What follows belongs to an exercise in optimizing a design on an open flow for small area, a short achievable clock period and few clock cycles per item; a production flow would make more cautious choices.
In this exercise RTL edits were held to simulation tests only and were not proved equivalent to the original.

===== run.sh =====
#!/bin/bash
# synth_recipe.tcl (not shown) runs the flow's synth.tcl, then flattens the netlist and writes it again
# the make line also repeats each setting of config.mk as NAME=value (left out here)
make -C /OpenROAD-flow-scripts/flow DESIGN_CONFIG=/design/flow/config.mk WORK_HOME=/design/flow/orfs CLKGATE_MAP_FILE= SYNTH_SCRIPT=/design/flow/synth_recipe.tcl finish

===== config.mk =====
export PLATFORM = sky130hd
export DESIGN_NAME = column_running_statistics_unit
export DESIGN_NICKNAME = column_running_statistics_unit
export VERILOG_FILES = /design/flow/design.v
export SDC_FILE = /design/flow/constraint.sdc
export NUM_CORES = 4
export LEC_CHECK = 0
export CAP_MARGIN = 20
export CORE_MARGIN = 2
export CORE_UTILIZATION = 40
export SLEW_MARGIN = 20

===== constraint.sdc =====
create_clock -name core_clock -period 7.0 [get_ports {clk}]
set_input_delay 1.4000 -clock core_clock [delete_from_list [all_inputs] [get_ports {clk}]]
set_output_delay 1.4000 -clock core_clock [all_outputs]
set_load 0.01 [all_outputs]

===== design.v =====
package csu_pkg;
	localparam int SUM_W = 64;
	typedef struct packed {
		logic start;
		logic ack;
	} div_cmd_t;
endpackage
module csu_accum #(
	parameter int DATA_WIDTH  = 32,
	parameter int COUNT_WIDTH = 32
) (
	input  logic                   clk,
	input  logic                   arst_n,
	input  logic                   upd,
	input  logic [DATA_WIDTH-1:0]  value,
	input  logic                   take,
	input  logic                   take_val,
	output logic [DATA_WIDTH-1:0]  minimum,
	output logic [DATA_WIDTH-1:0]  maximum,
	output logic [csu_pkg::SUM_W-1:0] total_sum,
	output logic [COUNT_WIDTH-1:0] non_null_count,
	output logic [COUNT_WIDTH-1:0] item_count,
	output logic                   all_null
);
	localparam int SUM_W = csu_pkg::SUM_W;
	logic                   seen_q;
	logic [COUNT_WIDTH-1:0] items_q;
	logic [COUNT_WIDTH-1:0] values_q;
	logic [DATA_WIDTH-1:0]  min_q;
	logic [DATA_WIDTH-1:0]  max_q;
	logic [SUM_W-1:0]       sum_q;
	always_ff @(posedge clk or negedge arst_n) begin
		if (!arst_n) begin
			seen_q   <= 1'b0;
			items_q  <= '0;
			values_q <= '0;
			min_q    <= '0;
			max_q    <= '0;
			sum_q    <= '0;
		end else if (upd) begin
			items_q  <= items_q + COUNT_WIDTH'(take && !(&items_q));
			values_q <= values_q + COUNT_WIDTH'(take_val && !(&values_q));
			sum_q    <= sum_q + (take_val ? SUM_W'($signed(value)) : '0);
			seen_q   <= seen_q || take_val;
			if (take_val && (!seen_q || $signed(value) < $signed(min_q))) begin
				min_q <= value;
			end
			if (take_val && (!seen_q || $signed(value) > $signed(max_q))) begin
				max_q <= value;
			end
		end
	end
	assign minimum        = min_q;
	assign maximum        = max_q;
	assign total_sum      = sum_q;
	assign non_null_count = values_q;
	assign item_count     = items_q;
	assign all_null       = !seen_q;
endmodule
module csu_div #(
	parameter int COUNT_WIDTH = 32,
	parameter int FRAC_BITS   = 8,
	parameter int MEAN_W      = 40,
	parameter int BEAT_W      = 34,
	parameter int STEPS       = 1
) (
	input  logic                      clk,
	input  logic                      arst_n,
	input  logic                      new_vld,
	input  logic [csu_pkg::SUM_W-1:0] new_sum,
	input  logic [COUNT_WIDTH-1:0]    new_cnt,
	input  logic [BEAT_W-1:0]         new_beat,
	input  logic                      recirc,
	output logic                      out_vld,
	output logic [MEAN_W-1:0]         out_quo,
	output logic                      out_neg,
	output logic [BEAT_W-1:0]         out_beat
);
	localparam int SUM_W = csu_pkg::SUM_W;
	localparam int CW    = COUNT_WIDTH;
	localparam int QW    = MEAN_W;
	localparam int NDIV  = QW / STEPS;
	localparam int NST   = NDIV + 3;
	logic              s0_vld;
	logic [SUM_W-1:0]  s0_sum;
	logic [FRAC_BITS-1:0] s0_x;
	logic [CW-1:0]     s0_cnt;
	logic              s0_neg;
	logic [BEAT_W-1:0] s0_beat;
	logic [NST-1:1]                vld_q;
	logic [NST-1:1][CW-1:0]        rem_q;
	logic [NST-1:1][QW-1:0]        lo_q;
	logic [NST-1:1][CW-1:0]        cnt_q;
	logic [NST-1:1]                neg_q;
	logic [NST-1:1][BEAT_W-1:0]    beat_q;
	always_ff @(posedge clk or negedge arst_n) begin
		if (!arst_n) begin
			s0_vld <= 1'b0;
		end else begin
			s0_vld <= recirc || new_vld;
		end
	end
	always_ff @(posedge clk) begin
		if (recirc) begin
			s0_sum  <= SUM_W'(out_quo[QW-1:FRAC_BITS]);
			s0_x    <= out_quo[FRAC_BITS-1:0];
			s0_cnt  <= CW'(1);
			s0_neg  <= out_neg;
			s0_beat <= out_beat;
		end else begin
			s0_sum  <= new_sum;
			s0_x    <= '0;
			s0_cnt  <= new_cnt;
			s0_neg  <= 1'b0;
			s0_beat <= new_beat;
		end
	end
	logic             s0_zero;
	logic             s0_sneg;
	logic [SUM_W-1:0] s0_mag;
	assign s0_zero = (s0_cnt == '0);
	assign s0_sneg = s0_sum[SUM_W-1];
	assign s0_mag  = s0_sneg ? (SUM_W'(0) - s0_sum) : s0_sum;
	always_ff @(posedge clk or negedge arst_n) begin
		if (!arst_n) begin
			vld_q[1] <= 1'b0;
		end else begin
			vld_q[1] <= s0_vld;
		end
	end
	always_ff @(posedge clk) begin
		rem_q[1]  <= s0_zero ? '0 : s0_mag[SUM_W-1:SUM_W-CW];
		lo_q[1]   <= s0_zero ? '0 : {s0_mag[SUM_W-CW-1:0], s0_x};
		cnt_q[1]  <= s0_zero ? CW'(1) : s0_cnt;
		neg_q[1]  <= !s0_zero && (s0_sneg || s0_neg);
		beat_q[1] <= s0_beat;
	end
	logic          s1_ovf;
	logic [QW-1:0] s1_lim;
	assign s1_ovf = rem_q[1] >= cnt_q[1];
	assign s1_lim = neg_q[1] ? (QW'(1) << (QW - 1)) : ((QW'(1) << (QW - 1)) - 1'b1);
	always_ff @(posedge clk or negedge arst_n) begin
		if (!arst_n) begin
			vld_q[2] <= 1'b0;
		end else begin
			vld_q[2] <= vld_q[1];
		end
	end
	always_ff @(posedge clk) begin
		rem_q[2]  <= s1_ovf ? '0 : rem_q[1];
		lo_q[2]   <= s1_ovf ? s1_lim : lo_q[1];
		cnt_q[2]  <= s1_ovf ? CW'(1) : cnt_q[1];
		neg_q[2]  <= neg_q[1];
		beat_q[2] <= beat_q[1];
	end
	for (genvar i = 3; i < NST; i++) begin : g_div
		logic [CW-1:0] rem_n;
		logic [QW-1:0] lo_n;
		always_comb begin
			logic [CW:0] sh;
			logic [CW:0] df;
			rem_n = rem_q[i-1];
			lo_n  = lo_q[i-1];
			for (int k = 0; k < STEPS; k++) begin
				sh    = {rem_n, lo_n[QW-1]};
				df    = sh - {1'b0, cnt_q[i-1]};
				rem_n = df[CW] ? sh[CW-1:0] : df[CW-1:0];
				lo_n  = {lo_n[QW-2:0], !df[CW]};
			end
		end
		always_ff @(posedge clk or negedge arst_n) begin
			if (!arst_n) begin
				vld_q[i] <= 1'b0;
			end else begin
				vld_q[i] <= vld_q[i-1];
			end
		end
		always_ff @(posedge clk) begin
			rem_q[i]  <= rem_n;
			lo_q[i]   <= lo_n;
			cnt_q[i]  <= cnt_q[i-1];
			neg_q[i]  <= neg_q[i-1];
			beat_q[i] <= beat_q[i-1];
		end
	end
	assign out_vld  = vld_q[NST-1];
	assign out_quo  = lo_q[NST-1];
	assign out_neg  = neg_q[NST-1];
	assign out_beat = beat_q[NST-1];
endmodule
module column_running_statistics_unit #(
	parameter int DATA_WIDTH  = 32,
	parameter int COUNT_WIDTH = 32,
	parameter int FRAC_BITS   = 8
) (
	input  logic                clk,
	input  logic                arst_n,
	input  logic                cfg_we,
	input  logic                cfg_wdata,
	input  logic                s_tvalid,
	output logic                s_tready,
	input  logic [((DATA_WIDTH+7)/8)*8-1:0] s_tdata,
	input  logic                s_tuser,
	output logic                m_tvalid,
	input  logic                m_tready,
	output logic [((2*DATA_WIDTH + 64 + (((DATA_WIDTH+FRAC_BITS) > 64) ? 64 :
		(DATA_WIDTH+FRAC_BITS)) + 2*COUNT_WIDTH + 7)/8)*8-1:0] m_tdata,
	output logic                m_tuser
);
	localparam int SUM_W  = csu_pkg::SUM_W;
	localparam int MEAN_W = ((DATA_WIDTH + FRAC_BITS) > 64) ? 64 : (DATA_WIDTH + FRAC_BITS);
	localparam int OUT_W  = 2*DATA_WIDTH + SUM_W + MEAN_W + 2*COUNT_WIDTH;
	localparam int OUT_TW = ((OUT_W + 7) / 8) * 8;
	localparam int BEAT_W = DATA_WIDTH + 2;
	localparam int STEPS  = 1;
	localparam int NST    = MEAN_W / STEPS + 3;
	localparam int ROT_W  = $clog2(NST);
	logic                   frozen_q;
	logic [BEAT_W-1:0]      port_beat;
	logic                   accept;
	logic                   in_vld_q;
	logic [BEAT_W-1:0]      in_beat_q;
	logic                   sk_vld_q;
	logic [BEAT_W-1:0]      sk_beat_q;
	logic [SUM_W-1:0]       sum_q;
	logic [COUNT_WIDTH-1:0] cnt_q;
	logic [SUM_W-1:0]       sum_n;
	logic [COUNT_WIDTH-1:0] cnt_n;
	logic [ROT_W-1:0]       rot_q;
	logic                   m_valid_q;
	logic [MEAN_W-1:0]      mean_q;
	logic                   out_vld;
	logic [MEAN_W-1:0]      out_quo;
	logic                   out_neg;
	logic [BEAT_W-1:0]      out_beat;
	logic                   rotating;
	logic                   can_out;
	logic                   recirc;
	logic                   load;
	logic                   go;
	logic                   in_free;
	logic [DATA_WIDTH-1:0]  minimum;
	logic [DATA_WIDTH-1:0]  maximum;
	logic [SUM_W-1:0]       total_sum;
	logic [COUNT_WIDTH-1:0] non_null_count;
	logic [COUNT_WIDTH-1:0] item_count;
	logic                   all_null;
	assign port_beat = {!frozen_q && !s_tuser, !frozen_q, s_tdata[DATA_WIDTH-1:0]};
	assign accept    = s_tvalid && !sk_vld_q;
	assign s_tready  = !sk_vld_q;
	assign rotating = (rot_q != '0);
	assign can_out  = !m_valid_q || m_tready;
	assign recirc   = out_vld && (rotating || !can_out);
	assign load     = out_vld && !rotating && can_out;
	assign go       = in_vld_q && !rotating && !(out_vld && !can_out);
	assign in_free  = !in_vld_q || go;
	always_ff @(posedge clk or negedge arst_n) begin
		if (!arst_n) begin
			frozen_q <= 1'b0;
		end else if (cfg_we) begin
			frozen_q <= cfg_wdata;
		end
	end
	always_ff @(posedge clk or negedge arst_n) begin
		if (!arst_n) begin
			in_vld_q <= 1'b0;
			sk_vld_q <= 1'b0;
		end else begin
			if (in_free) begin
				in_vld_q <= sk_vld_q || accept;
				sk_vld_q <= 1'b0;
			end else if (accept) begin
				sk_vld_q <= 1'b1;
			end
		end
	end
	always_ff @(posedge clk) begin
		if (in_free) begin
			in_beat_q <= sk_vld_q ? sk_beat_q : port_beat;
		end
		if (!in_free && !sk_vld_q) begin
			sk_beat_q <= port_beat;
		end
	end
	assign sum_n = sum_q + (in_beat_q[BEAT_W-1] ? SUM_W'($signed(in_beat_q[DATA_WIDTH-1:0])) : '0);
	assign cnt_n = cnt_q + COUNT_WIDTH'(in_beat_q[BEAT_W-1] && !(&cnt_q));
	always_ff @(posedge clk or negedge arst_n) begin
		if (!arst_n) begin
			sum_q <= '0;
			cnt_q <= '0;
		end else if (go) begin
			sum_q <= sum_n;
			cnt_q <= cnt_n;
		end
	end
	csu_div #(
		.COUNT_WIDTH(COUNT_WIDTH),
		.FRAC_BITS  (FRAC_BITS),
		.MEAN_W     (MEAN_W),
		.BEAT_W     (BEAT_W),
		.STEPS      (STEPS)
	) u_div (
		.clk     (clk),
		.arst_n  (arst_n),
		.new_vld (go),
		.new_sum (sum_n),
		.new_cnt (cnt_n),
		.new_beat(in_beat_q),
		.recirc  (recirc),
		.out_vld (out_vld),
		.out_quo (out_quo),
		.out_neg (out_neg),
		.out_beat(out_beat)
	);
	always_ff @(posedge clk or negedge arst_n) begin
		if (!arst_n) begin
			rot_q <= '0;
		end else if (out_vld && !rotating && !can_out) begin
			rot_q <= ROT_W'(NST - 1);
		end else if (rotating) begin
			rot_q <= rot_q - 1'b1;
		end
	end
	logic [MEAN_W-1:0] lim;
	logic [MEAN_W-1:0] quo_sat;
	assign lim     = out_neg ? (MEAN_W'(1) << (MEAN_W - 1)) : ((MEAN_W'(1) << (MEAN_W - 1)) - 1'b1);
	assign quo_sat = (out_quo > lim) ? lim : out_quo;
	always_ff @(posedge clk or negedge arst_n) begin
		if (!arst_n) begin
			m_valid_q <= 1'b0;
		end else if (load) begin
			m_valid_q <= 1'b1;
		end else if (m_tready) begin
			m_valid_q <= 1'b0;
		end
	end
	always_ff @(posedge clk) begin
		if (load) begin
			mean_q <= out_neg ? (MEAN_W'(0) - quo_sat) : quo_sat;
		end
	end
	csu_accum #(
		.DATA_WIDTH (DATA_WIDTH),
		.COUNT_WIDTH(COUNT_WIDTH)
	) u_accum (
		.clk           (clk),
		.arst_n        (arst_n),
		.upd           (load),
		.value         (out_beat[DATA_WIDTH-1:0]),
		.take          (out_beat[DATA_WIDTH]),
		.take_val      (out_beat[DATA_WIDTH+1]),
		.minimum       (minimum),
		.maximum       (maximum),
		.total_sum     (total_sum),
		.non_null_count(non_null_count),
		.item_count    (item_count),
		.all_null      (all_null)
	);
	assign m_tvalid = m_valid_q;
	assign m_tdata  = OUT_TW'({item_count, non_null_count, mean_q, total_sum, maximum, minimum});
	assign m_tuser  = all_null;
endmodule

==> results of run 1 <==
cell families (layout without fill, tap and decap cells):
| kind of cell | after synthesis | in the layout | synth area share (%) |
|---|---|---|---|
| DFF | 6363 | 6363 | 57.03 |
| and+or+nand+nor | 3700 | 3700 | 7.818 |
| adders and majority gates | 1590 | 1590 | 8.851 |
| AOI/OAI and AO/OA | 3960 | 3960 | 11.38 |
| muxes | 1334 | 1334 | 6.504 |
| xor gates and xnor gates | 1271 | 1271 | 4.927 |
| buffers and inverters | 2027 | 3242 | 3.489 |
| other | 0 | 22 | 0 |
cells in the final DEF, fill, tap and decap left out, types with 118 or more instances in the layout:
| cell | Yosys | final |
|---|---|---|
| clkbuf_8 | 0 | 132 |
| o21ai_0 | 783 | 783 |
| mux2i_1 | 141 | 141 |
| dfxtp_1 | 5913 | 5910 |
| nand2b_1 | 229 | 229 |
| mux2_2 | 965 | 965 |
| a211oi_1 | 212 | 212 |
| clkbuf_16 | 0 | 658 |
| nor3_1 | 162 | 162 |
| clkdlybuf4s50_1 | 0 | 272 |
| xor2_1 | 492 | 492 |
| a21o_1 | 760 | 760 |
| xnor2_1 | 764 | 743 |
| a21oi_1 | 1057 | 1055 |
| mux2_1 | 228 | 228 |
| nor2b_1 | 225 | 225 |
| nor2_1 | 1066 | 1063 |
| dfrtp_1 | 342 | 342 |
| nand4_1 | 136 | 136 |
| inv_1 | 1686 | 1686 |
| o21bai_1 | 135 | 135 |
| nand2_1 | 957 | 954 |
| clkbuf_1 | 256 | 118 |
| o21a_1 | 211 | 211 |
| and2_1 | 202 | 201 |
| nand3_1 | 319 | 318 |
| ha_1 | 1549 | 1549 |
through the flow:
step | hold WS (ns) | instances | util [%] | area, um2
after floorplan | 0.3096 | 20250 | - | 228200
after global placement | 0.3095 | 27800 | 42.19 | 239900
after detailed placement | 0.3121 | 27800 | 42.19 | 240000
after CTS | 0.2380 | 28990 | 46.19 | 262700
after global routing | 0.2929 | 29000 | 46.21 | 262800
final | 0.2985 | 29020 | 46.21 | 262800
layer usage:
layer / global-route usage, % / wire length, um
met2: 29.46 / 239700
met1: 22.06 / 233200
met5: 0 / 0
met3: 2.349 / 18390
met4: 5.456 / 16070
flip-flops by register name, indices dropped and copies added, names as in the netlist, 40 cells and up:
name / flops
u_div.neg_q: 42
u_div.beat_q: 1428
u_div.vld_q: 42
u_div.s0_sum: 64
mean_q: 40
sum_q: 64
u_div.cnt_q: 1312
u_accum.sum_q: 64
u_div.rem_q: 1312
u_div.lo_q: 1680
worst max-delay path: stages (launching register included):
cell      delay (ns)
dfxtp_2         0.32
buf_4           0.62
ha_1            0.25
nand4_1         0.13
or3_1           0.44
nor2_1          0.17
o211ai_1        0.15
a21oi_4         0.65
buf_4           0.54
nor2_1          0.08
a21o_1          0.18
inv_1           0.06
ha_1            0.14
buf_4           0.22
nand2_1         0.17
nor2_1          0.25
nand2_1         0.19
nor2_1          0.25
nand3_1         0.13
a211oi_1        0.25
a21oi_1         0.07
area by class of cell:
class	count	area [um2]
fillers	51800	305900
flip-flops and latches	6363	130200
multi-input cells	11860	90550
clock buffers	908	18730
well taps	7533	9425
inverters	1687	6335
clock inverters	278	4013
repair buffers	369	3553
diodes	22	55.05
how the worst max path moves through the flow:
stage	start	endpoint	cells past startpoint
floorplan	u_div.neg_q[42]	mean_q[38]	20
global route	u_div.neg_q[42]	mean_q[34]	20
detailed placement	u_div.neg_q[42]	mean_q[38]	20
finish	u_div.neg_q[42]	mean_q[38]	20
CTS	u_div.neg_q[42]	mean_q[38]	20
global placement	u_div.neg_q[42]	mean_q[38]	23
==> results.sh, run 1 <==
export IMPL_outcome="timing/DRC/antenna clean"
export IMPL_path_class="register to register"
export IMPL_tightest_slew_ns=1.147
export IMPL_overflow=0
export IMPL_hold_class="register to register"
export IMPL_vias=139900
export IMPL_core_area_um2=568700
export IMPL_ys_seq_elements=6363
export IMPL_ys_seq_area_share_pct=57.03
export IMPL_hold_path_startpoint="u_div.lo_q[1292]"
export IMPL_min_to="u_div.lo_q[1333]"
export IMPL_synth_edf_count=108
export IMPL_hold_violations=0
export IMPL_finalSetupTns_ns=0
export IMPL_grt_max_degree=149
export IMPL_drt_wl_total_um=507400
export IMPL_required_ns=7.77
export IMPL_maxCapViolations=0
export IMPL_rsz0062_at_grt="no"
export IMPL_fp_dieH_um=759.4
export IMPL_async_flop_share_pct=5.375
export IMPL_setup_slack_ns=1.392
export IMPL_die_area_um2=576700
export IMPL_first_global_vias=139600
export IMPL_dp_slack_ns=1.451
export IMPL_post_route_period_util_pct=80.11
export IMPL_drc_errors=0
export IMPL_post_cts_buffers=0
export IMPL_clk_path_buf_depth=4
export IMPL_synthTopCellsByArea="dfxtp_1, ha_1, mux2_2, dfrtp_1, xnor2_1"
export IMPL_grt_antenna_before_repair=30
export IMPL_postRouteAntennaNets=0
export IMPL_finalSetupViolCount=0
export IMPL_crit_arrival_ns=6.38
export IMPL_synth_area_per_cell_um2=11.27
export IMPL_ff2ff_path_depth=20
export IMPL_track_usage_pct=17.07
export IMPL_dr_pass1_iters=6
export IMPL_synth_area_leader_cell="dfxtp_1"
export IMPL_cts_sinks=6363
export IMPL_h_tree_depth=6
export IMPL_area_growth_pct=15.16
export IMPL_port_buffers=273
export IMPL_grt_pass1_wl_um=788600
export IMPL_start_util_pct=40.13
export IMPL_max_slew_margin_pct=22.82
export IMPL_path_clk_slew_ns=0.06
export IMPL_vias_per_cell=4.821
export IMPL_synthesis_nets=21870
export IMPL_hold_depth=0
export IMPL_drive_gt1_share_pct=11.03
export IMPL_io_pins=274
export IMPL_gp_congestion=0.8798
export IMPL_r2r_start="u_div.neg_q[42]"
export IMPL_reg2reg_setup_slack_ns=1.39
export IMPL_synthDistinctLibCells=98
export IMPL_syn_inst=20250
export IMPL_final_net_count=22550
export IMPL_ctsResizeCount=0
export IMPL_post_drt_wl_per_cell_um=17.49
export IMPL_synth_most_common_cell="dfxtp_1"
export IMPL_synth_common_cells="dfxtp_1, inv_1, ha_1, nor2_1, a21oi_1"
export IMPL_fmax_ghz=0.1783
export IMPL_finalCriticalPeriod_ns=5.608
export IMPL_synth_warning_count=3
export IMPL_startpoint_type="register"
export IMPL_end_kind="register"
export IMPL_rows=277
export IMPL_r2r_end="mean_q[38]"
export IMPL_hold_buffers=0
export IMPL_yosys_most_used_dff="dfxtp_1"
export IMPL_cts_buffers=646
export IMPL_synth_area_um2=228200
export IMPL_clock_skew_ns=0.05619
export IMPL_report_final_slew_viol_count=0
export IMPL_cts_root_buf="clkbuf_16"
export IMPL_drtIter0Drc=6640
export IMPL_dpl_hpwl_um=384300
export IMPL_cts_tree="yes"
export IMPL_dieWidth_um=759.4
export IMPL_clk_insertion_delay_late_ns=1.08
export IMPL_path_max_fanout=75
export IMPL_synth_top_area_share_pct=51.86
Testbench counts, summed over its fixed seeds: cycles 3,560, items 3,200.
==> inputs of run 2 (changes only) <==
--- a/design.v
+++ b/design.v
@@ -80,7 +80,7 @@
 	localparam int CW    = COUNT_WIDTH;
 	localparam int QW    = MEAN_W;
 	localparam int NDIV  = QW / STEPS;
-	localparam int NST   = NDIV + 3;
+	localparam int NST   = NDIV + 2;
 	logic              s0_vld;
 	logic [SUM_W-1:0]  s0_sum;
 	logic [FRAC_BITS-1:0] s0_x;
@@ -90,7 +90,7 @@
 	logic [NST-1:1]                vld_q;
 	logic [NST-1:1][CW-1:0]        rem_q;
 	logic [NST-1:1][QW-1:0]        lo_q;
-	logic [NST-1:1][CW-1:0]        cnt_q;
+	logic [NST-1:1][CW-1:0]        ncnt_q;   
 	logic [NST-1:1]                neg_q;
 	logic [NST-1:1][BEAT_W-1:0]    beat_q;
 	always_ff @(posedge clk or negedge arst_n) begin
@@ -118,9 +118,15 @@
 	logic             s0_zero;
 	logic             s0_sneg;
 	logic [SUM_W-1:0] s0_mag;
+	logic [CW-1:0]    s0_hi;
+	logic             s0_ovf;
+	logic [QW-1:0]    s0_lim;
 	assign s0_zero = (s0_cnt == '0);
 	assign s0_sneg = s0_sum[SUM_W-1];
 	assign s0_mag  = s0_sneg ? (SUM_W'(0) - s0_sum) : s0_sum;
+	assign s0_hi   = s0_mag[SUM_W-1:SUM_W-CW];
+	assign s0_ovf  = s0_hi >= s0_cnt;
+	assign s0_lim  = s0_sneg ? (QW'(1) << (QW - 1)) : ((QW'(1) << (QW - 1)) - 1'b1);
 	always_ff @(posedge clk or negedge arst_n) begin
 		if (!arst_n) begin
 			vld_q[1] <= 1'b0;
@@ -129,43 +135,25 @@
 		end
 	end
 	always_ff @(posedge clk) begin
-		rem_q[1]  <= s0_zero ? '0 : s0_mag[SUM_W-1:SUM_W-CW];
-		lo_q[1]   <= s0_zero ? '0 : {s0_mag[SUM_W-CW-1:0], s0_x};
-		cnt_q[1]  <= s0_zero ? CW'(1) : s0_cnt;
+		rem_q[1]  <= (s0_zero || s0_ovf) ? '0 : s0_hi;
+		lo_q[1]   <= s0_zero ? '0 : (s0_ovf ? s0_lim : {s0_mag[SUM_W-CW-1:0], s0_x});
+		ncnt_q[1] <= (s0_zero || s0_ovf) ? '1 : (CW'(0) - s0_cnt);
 		neg_q[1]  <= !s0_zero && (s0_sneg || s0_neg);
 		beat_q[1] <= s0_beat;
 	end
-	logic          s1_ovf;
-	logic [QW-1:0] s1_lim;
-	assign s1_ovf = rem_q[1] >= cnt_q[1];
-	assign s1_lim = neg_q[1] ? (QW'(1) << (QW - 1)) : ((QW'(1) << (QW - 1)) - 1'b1);
-	always_ff @(posedge clk or negedge arst_n) begin
-		if (!arst_n) begin
-			vld_q[2] <= 1'b0;
-		end else begin
-			vld_q[2] <= vld_q[1];
-		end
-	end
-	always_ff @(posedge clk) begin
-		rem_q[2]  <= s1_ovf ? '0 : rem_q[1];
-		lo_q[2]   <= s1_ovf ? s1_lim : lo_q[1];
-		cnt_q[2]  <= s1_ovf ? CW'(1) : cnt_q[1];
-		neg_q[2]  <= neg_q[1];
-		beat_q[2] <= beat_q[1];
-	end
-	for (genvar i = 3; i < NST; i++) begin : g_div
+	for (genvar i = 2; i < NST; i++) begin : g_div
 		logic [CW-1:0] rem_n;
 		logic [QW-1:0] lo_n;
 		always_comb begin
-			logic [CW:0] sh;
-			logic [CW:0] df;
+			logic [CW:0]   sh;
+			logic [CW+1:0] df;
 			rem_n = rem_q[i-1];
 			lo_n  = lo_q[i-1];
 			for (int k = 0; k < STEPS; k++) begin
 				sh    = {rem_n, lo_n[QW-1]};
-				df    = sh - {1'b0, cnt_q[i-1]};
-				rem_n = df[CW] ? sh[CW-1:0] : df[CW-1:0];
-				lo_n  = {lo_n[QW-2:0], !df[CW]};
+				df    = {1'b0, sh} + {2'b01, ncnt_q[i-1]};
+				rem_n = df[CW+1] ? df[CW-1:0] : sh[CW-1:0];
+				lo_n  = {lo_n[QW-2:0], df[CW+1]};
 			end
 		end
 		always_ff @(posedge clk or negedge arst_n) begin
@@ -178,7 +166,7 @@
 		always_ff @(posedge clk) begin
 			rem_q[i]  <= rem_n;
 			lo_q[i]   <= lo_n;
-			cnt_q[i]  <= cnt_q[i-1];
+			ncnt_q[i] <= ncnt_q[i-1];
 			neg_q[i]  <= neg_q[i-1];
 			beat_q[i] <= beat_q[i-1];
 		end
@@ -212,8 +200,8 @@
 	localparam int OUT_W  = 2*DATA_WIDTH + SUM_W + MEAN_W + 2*COUNT_WIDTH;
 	localparam int OUT_TW = ((OUT_W + 7) / 8) * 8;
 	localparam int BEAT_W = DATA_WIDTH + 2;
-	localparam int STEPS  = 1;
-	localparam int NST    = MEAN_W / STEPS + 3;
+	localparam int STEPS  = 2;
+	localparam int NST    = MEAN_W / STEPS + 2;
 	localparam int ROT_W  = $clog2(NST);
 	logic                   frozen_q;
 	logic [BEAT_W-1:0]      port_beat;
@@ -321,10 +309,9 @@
 			rot_q <= rot_q - 1'b1;
 		end
 	end
-	logic [MEAN_W-1:0] lim;
-	logic [MEAN_W-1:0] quo_sat;
-	assign lim     = out_neg ? (MEAN_W'(1) << (MEAN_W - 1)) : ((MEAN_W'(1) << (MEAN_W - 1)) - 1'b1);
-	assign quo_sat = (out_quo > lim) ? lim : out_quo;
+	logic [MEAN_W-1:0] mean_n;
+	assign mean_n = out_quo[MEAN_W-1] ? {out_neg, {(MEAN_W-1){!out_neg}}} :
+		((out_quo ^ {MEAN_W{out_neg}}) + MEAN_W'(out_neg));
 	always_ff @(posedge clk or negedge arst_n) begin
 		if (!arst_n) begin
 			m_valid_q <= 1'b0;
@@ -336,7 +323,7 @@
 	end
 	always_ff @(posedge clk) begin
 		if (load) begin
-			mean_q <= out_neg ? (MEAN_W'(0) - quo_sat) : quo_sat;
+			mean_q <= mean_n;
 		end
 	end
 	csu_accum #(
--- a/config.mk
+++ b/config.mk
@@ -8,4 +8,5 @@
 export CAP_MARGIN = 20
 export CORE_MARGIN = 2
 export CORE_UTILIZATION = 40
+export SETUP_SLACK_MARGIN = 3.8
 export SLEW_MARGIN = 20
==> run 2 against run 1 <==
  * Synthesized cell count shrank 18%
  * Synthesized area shrank 29%
  * Critical endpoint is now u_div.rem_q[254]
  * Critical path depth grew 6
  * Hold slack lost 0.028 ns
  * Register-to-register slack lost 1.0 ns
  * Sequential cell count shrank 2941
  * Sequential share of layout area shrank 16 points
  * Non-clock buffer count grew 1315
  * First-iteration DRC count grew 30%
  * Design area shrank 18%
==> results.sh, run 2 <==
export IMPL_final_net_count=19840
export IMPL_dieWidth_um=641.1
export IMPL_fp_dieH_um=641.1
export IMPL_finalSetupViolCount=0
export IMPL_dr_pass1_iters=6
export IMPL_maxCapViolations=0
export IMPL_r2r_start="u_div.rem_q[192]"
export IMPL_max_slew_margin_pct=19.81
export IMPL_critPathLaunch="u_div.rem_q[192]"
export IMPL_synth_area_per_cell_um2=9.811
export IMPL_placed_cells=22010
export IMPL_startpoint_type="register"
export IMPL_grt_antenna_before_repair=22
export IMPL_track_usage_pct=20.83
export IMPL_synth_most_common_cell="dfxtp_1"
export IMPL_max_stage_delay_ns=0.65
export IMPL_synth_top_area_share_pct=36.92
export IMPL_port_buffers=273
export IMPL_hold_path_startpoint="u_div.vld_q[19]"
export IMPL_crit_slowest_cell="or4b_2"
export IMPL_die_area_um2=410900
export IMPL_drc_errors=0
export IMPL_finalSetupTns_ns=0
export IMPL_start_util_pct=40.23
export IMPL_hold_buffers=0
export IMPL_syn_inst=16550
export IMPL_rows=233
export IMPL_synth_area_leader_cell="dfxtp_1"
export IMPL_cts_tree="yes"
export IMPL_cts_sinks=3422
export IMPL_final_cell_mix="dfxtp_1, nand2_1, ha_1, a21oi_1, nor2_1"
export IMPL_synth_compound_area_share_pct=17.15
export IMPL_clock_skew_ns=0.1098
export IMPL_drive_gt1_share_pct=27.46
export IMPL_synthDistinctLibCells=105
export IMPL_outcome="timing/DRC/antenna clean"
export IMPL_core_area_um2=403500
export IMPL_synth_xor_area_share_pct=7.122
export IMPL_yosys_most_used_dff="dfxtp_1"
export IMPL_ys_seq_elements=3422
export IMPL_synth_area_um2=162300
export IMPL_vias=127300
export IMPL_synthesis_nets=18140
export IMPL_gp_congestion=0.9091
export IMPL_vias_per_cell=5.308
export IMPL_finalCriticalPeriod_ns=6.614
export IMPL_area_growth_pct=31.96
export IMPL_path_clk_slew_ns=0.06
export IMPL_hold_violations=0
export IMPL_overflow=0
export IMPL_io_pins=274
export IMPL_first_global_vias=121400
export IMPL_top_register="u_div.lo_q"
export IMPL_drtIter0Drc=8606
export IMPL_synthMuxAreaShare_pct=5.815
export IMPL_fillCellCount=35240
export IMPL_post_route_period_util_pct=94.49
export IMPL_post_drt_wl_per_cell_um=18.98
export IMPL_synth_warning_count=3
export IMPL_clk_insertion_delay_late_ns=1.00
export IMPL_synth_edf_count=108
export IMPL_drt_wl_total_um=454900
export IMPL_rsz0062_at_grt="yes"
export IMPL_async_flop_share_pct=9.351
export IMPL_clk_path_buf_depth=4
export IMPL_dpl_hpwl_um=305900
export IMPL_end_kind="register"
export IMPL_path_class="register to register"
export IMPL_postRouteAntennaNets=0
export IMPL_crit_arrival_ns=7.51
export IMPL_top_regs="u_div.lo_q x840, u_div.beat_q x714"
export IMPL_ys_seq_area_share_pct=43.85
export IMPL_stdcell_count=23980
export IMPL_report_final_slew_viol_count=0
export IMPL_synthTopCellsByArea="dfxtp_1, ha_1, mux2_2, dfrtp_1, xnor2_1"
export IMPL_required_ns=7.90
export IMPL_h_tree_depth=5
export IMPL_fmax_ghz=0.1512
export IMPL_cts_root_buf="clkbuf_16"
export IMPL_grt_pass1_wl_um=686700
export IMPL_path_max_fanout=6
export IMPL_synthSimpleGateAreaFrac_pct=11.70
export IMPL_synth_top_family_by_area="compound AO/OA/AOI/OAI gates"
export IMPL_cts_buffers=363
export IMPL_largest_reg_flops=840
export IMPL_yosys_area_share_adder_pct=12.14
export IMPL_hold_class="register to register"
export IMPL_grt_max_degree=132
export IMPL_layout_commonest_cell="dfxtp_1"
export IMPL_tightest_slew_ns=1.198
export IMPL_synth_common_cells="dfxtp_1, ha_1, nand2_1, a21oi_1, nor2_1"
## run 2: cell count changes in the layout (fill, tap and decap cells not counted), sizes merged, moves of 235 or more
cell,change
a21oi,+251
buf,+1310
clkbuf,-396
clkdlybuf4s50,-235
dfxtp,-2919
inv,-1163
mux2,-441
nand2,+429
o21ai,+248
## run 2: repair_timing
item	CTS	global route
cloned	117	21
gates resized for setup	2251	1121
endpoints found under the setup margin	1398	984
setup buffers	776	362
pin swaps	679	638
## run 2: worst paths after layout
check                              endpoint  slack, ns  cells after the start
setup reg to reg           u_div.rem_q[254]       0.39                     26
setup / recovery           u_div.rem_q[254]       0.39                     26
hold reg to reg             u_div.vld_q[20]       0.27                      0
hold / removal              u_div.vld_q[20]       0.27                      0
min in group asynchronous          frozen_q       0.44                      1
max in group asynchronous   u_div.vld_q[19]       5.08                      2
## run 2: per-layer routing
metal  vias up  global-route usage, %  wire, um  share of wire, %
met3       773                  2.280     18670               4.1
met4         0                  7.464     17710               3.9
met2      2675                  33.96    208100                46
li1      62860                      -         -                 -
met5         -                      0         0                 0
met1     60960                  28.46    210500                46
## run 2: layout make-up
cell class              count  area [um2]  area share [%]
multi-input cells       12220      102700           47.93
flip-flops and latches   3422       71810           33.52
repair buffers           1684       17820           8.318
clock buffers             500       10530           4.916
well taps                5405        6763           3.157
clock inverters           176        2270           1.060
inverters                 542        2172           1.014
repair inverters           10       158.9         0.07418
diodes                     12       30.03         0.01402
## run 2: worst max-delay path: cells and delay by family, from the launching register on
kind	cells	cell delay, ns
buf+inv	4	0.66
fa+ha+maj	2	0.41
mux	2	0.47
flops	1	0.35
simple gates	3	1.12
compound gates	15	3.52
## run 2: logic make-up (layout without fill, tap and decap cells)
| group | count (synthesis) | count (layout) |
|---|---|---|
| compound gates | 4408 | 4415 |
| simple gates | 4074 | 4089 |
| flops | 3422 | 3422 |
| fa+ha+maj | 1551 | 1551 |
| xor+xnor | 1320 | 1320 |
| buf+inv | 922 | 2912 |
| mux | 849 | 849 |
| other cells | 0 | 12 |
## run 2: metrics by stage
step | worst slack [ns] | instance area [um2] | hold slack (ns) | util (%)
floorplan | 1.023 | 167700 | 0.3089 | -
global placement | 0.3102 | 176000 | 0.3095 | 43.62
detailed placement | 0.3212 | 176000 | 0.3121 | 43.62
CTS | 0.4855 | 205900 | 0.2738 | 51.04
global route | 0.1763 | 214200 | 0.2695 | 53.09
finish | 0.3860 | 214200 | 0.2703 | 53.09
Testbench counts of run 2, summed over its fixed seeds: cycles 3,392, items 3,200.
==> inputs of run 3 (changes only) <==
--- a/config.mk
+++ b/config.mk
@@ -8,5 +8,5 @@
 export CAP_MARGIN = 20
 export CORE_MARGIN = 2
 export CORE_UTILIZATION = 40
-export SETUP_SLACK_MARGIN = 3.8
+export SETUP_SLACK_MARGIN = 3.0
 export SLEW_MARGIN = 20
==> run 3 against run 2 <==
  * Design area down 3.0%
  * Sequential cell count unchanged
  * Synthesized area unchanged
  * Clock skew down 0.036 ns
  * Die area unchanged
  * Maximum frequency down 0.34%
  * Routed wire length up 11%
  * Critical path type unchanged
  * Largest cell class unchanged
  * Non-clock buffer count down 122
==> results.sh, run 3 <==
export IMPL_outcome="timing/DRC/antenna clean"
export IMPL_clock_skew_ns=0.07383
export IMPL_path_max_fanout=8
export IMPL_synthDistinctLibCells=105
export IMPL_ff_latch_area_um2=71630
export IMPL_ys_seq_elements=3422
export IMPL_fp_dieH_um=641.1
export IMPL_place_area_um2=178800
export IMPL_post_drt_wl_per_cell_um=21.27
export IMPL_report_final_slew_viol_count=0
export IMPL_post_route_period_util_pct=94.81
export IMPL_fmax_ghz=0.1507
export IMPL_hold_violations=0
export IMPL_rows=233
export IMPL_synth_edf_count=108
export IMPL_start_util_pct=40.23
export IMPL_top_register="u_div.lo_q"
export IMPL_dieWidth_um=641.1
export IMPL_cts_tree="yes"
export IMPL_cts_root_buf="clkbuf_16"
export IMPL_area_growth_pct=28.06
export IMPL_rsz0062_at_grt="yes"
export IMPL_maxCapViolations=0
export IMPL_top_regs="u_div.lo_q x840, u_div.beat_q x714"
export IMPL_crit_arrival_ns=7.49
export IMPL_path_class="register to register"
export IMPL_finalSetupViolCount=0
export IMPL_crit_top_cell="buf_4"
export IMPL_die_area_um2=410900
export IMPL_required_ns=7.86
export IMPL_synth_most_common_cell="dfxtp_1"
export IMPL_worst_hold_slack_ns=0.2889
export IMPL_final_cell_mix="dfxtp_1, nand2_1, ha_1, a21oi_1, nor2_1"
export IMPL_crit_family="compound AO/OA/AOI/OAI gates"
export IMPL_final_net_count=19690
export IMPL_yosys_most_used_dff="dfxtp_1"
export IMPL_largest_reg_flops=840
export IMPL_synth_area_leader_cell="dfxtp_1"
export IMPL_min_to="u_div.beat_q[321]"
export IMPL_ys_seq_area_share_pct=43.85
export IMPL_hold_buffers=0
export IMPL_clk_insertion_delay_late_ns=0.99
export IMPL_io_pins=274
export IMPL_synth_top_area_share_pct=36.92
export IMPL_drt_wl_total_um=506900
export IMPL_postRouteAntennaNets=0
export IMPL_grt_antenna_before_repair=32
export IMPL_port_buffers=273
export IMPL_hold_class="register to register"
export IMPL_end_kind="register"
export IMPL_drtIter0Drc=7786
export IMPL_finalSetupTns_ns=0
export IMPL_reg2reg_setup_slack_ns=0.36
export IMPL_crit_slowest_cell="a221o_4"
export IMPL_synth_area_per_cell_um2=9.811
export IMPL_h_tree_depth=5
export IMPL_drive_gt1_share_pct=23.43
export IMPL_startpoint_type="register"
export IMPL_synthesis_nets=18140
export IMPL_r2r_end="u_div.rem_q[238]"
export IMPL_synth_area_um2=162300
export IMPL_cp_depth=31
export IMPL_hold_depth=0
export IMPL_synth_warning_count=3
export IMPL_max_stage_delay_ns=0.52
export IMPL_core_area_um2=403500
export IMPL_path_buf_inv=8
export IMPL_tightest_slew_ns=1.152
export IMPL_track_usage_pct=23.76
export IMPL_gp_congestion=0.9756
export IMPL_layout_commonest_cell="dfxtp_1"
export IMPL_synthTopCellsByArea="dfxtp_1, ha_1, mux2_2, dfrtp_1, xnor2_1"
export IMPL_synth_common_cells="dfxtp_1, ha_1, nand2_1, a21oi_1, nor2_1"
export IMPL_grt_max_degree=115
export IMPL_r2r_start="u_div.rem_q[192]"
export IMPL_cts_sinks=3422
export IMPL_path_clk_slew_ns=0.06
export IMPL_dr_pass1_iters=6
export IMPL_dpl_hpwl_um=367000
export IMPL_overflow=0
export IMPL_async_flop_share_pct=9.351
export IMPL_fillCellCount=35940
export IMPL_hold_path_startpoint="u_div.beat_q[287]"
export IMPL_drc_errors=0
export IMPL_ff2ff_path_depth=31
export IMPL_cts_buffers=348
export IMPL_max_slew_margin_pct=23.19
export IMPL_syn_inst=16550
export IMPL_clk_path_buf_depth=4
export IMPL_fin_area_um2=207900
export IMPL_multi_input_area_um2=98400
export IMPL_finalCriticalPeriod_ns=6.636
export IMPL_grt_pass1_wl_um=753100
export IMPL_first_global_vias=126100
export IMPL_vias=128000
export IMPL_vias_per_cell=5.368
==> run 3: cell counts after synthesis <==
Identical to the previous run, type by type.
==> run 3: what timing repair did <==
item / CTS / global route
cloned: 115 / 2
pin swaps: 533 / 167
buffers inserted: 573 / 68
resized for setup: 1746 / 218
endpoints found under the setup margin: 977 / 826
==> run 3: cell type report <==
| class | count | area share (%) |
|---|---|---|
| antenna | 43 | 0.05176 |
| clock buffer | 492 | 4.923 |
| clock inverter | 148 | 0.8523 |
| inverter | 542 | 1.027 |
| multi-input combinational | 12220 | 47.34 |
| sequential | 3422 | 34.46 |
| tap | 5405 | 3.253 |
| timing repair buffer | 1562 | 8.055 |
| timing repair inverter | 6 | 0.04153 |
==> run 3: kinds of logic (layout without fill, tap and decap cells) <==
group / after synthesis / after routing / share of synthesized area, %
compound gates: 4408 / 4414 / 17.15
flops: 3422 / 3422 / 43.85
other cells: 0 / 43 / 0
xor+xnor: 1320 / 1320 / 7.122
mux: 849 / 849 / 5.815
fa+ha+maj: 1551 / 1551 / 12.14
buf+inv: 922 / 2750 / 2.214
simple gates: 4074 / 4083 / 11.70
==> run 3: per-layer routing <==
layer / GRT usage [%] / wire length (um)
met1: 26.82 / 200200
met2: 41.01 / 243900
met3: 3.473 / 22150
met4: 17.00 / 40450
met5: 0.3190 / 295
==> run 3: how the worst max path moves through the flow <==
stage | startpoint | end | slack, ns
finish | u_div.rem_q[192] | u_div.rem_q[238] | 0.36
detailed placement | u_div.ncnt_q[448] | u_div.rem_q[486] | 0.19
global placement | u_div.ncnt_q[101] | u_div.rem_q[130] | 0.17
global route | u_div.rem_q[192] | u_div.rem_q[238] | 0.14
CTS | u_div.rem_q[96] | u_div.rem_q[145] | 0.38
floorplan | u_div.ncnt_q[97] | u_div.rem_q[151] | 1.02
==> run 3: stage by stage <==
step | cells | setup WS [ns] | util [%]
6_report | 23840 | 0.3635 | 51.52
5_1_grt | 23820 | 0.1392 | 51.51
4_1_cts | 23720 | 0.3754 | 51.09
3_5_place_dp | 22400 | 0.1883 | 44.31
3_3_place_gp | 22400 | 0.1715 | 44.31
2_1_floorplan | 16550 | 1.023 | -

separate check: timing with driven ports:
The flow's constraints put no driver on any port. The routed layouts listed below were extracted and timed again, unchanged, in two steps. Step 1, drivers: a clkbuf_16 drives clk and a buf_2 each remaining input, both assumed. Step 2 adds t to the input delays and takes it off the output delays; t is the mean of the earliest and latest rising clock arrival at the registers after step 1. Input paths then give back, and output paths get back, about the clock's delay inside the block. a / b / c = ideal / step 1 / step 2; a / b = the first two.
run	shift t [ns]	slack for setup (ns)	worst data-port slew with drivers (ns)
run 1	1.181	1.392 / 1.392 / 1.392	0.11
run 2	1.042	0.386 / 0.386 / 0.386	0.15
run 3	1.079	0.364 / 0.364 / 0.364	0.15
After both steps every run listed still meets setup and hold.
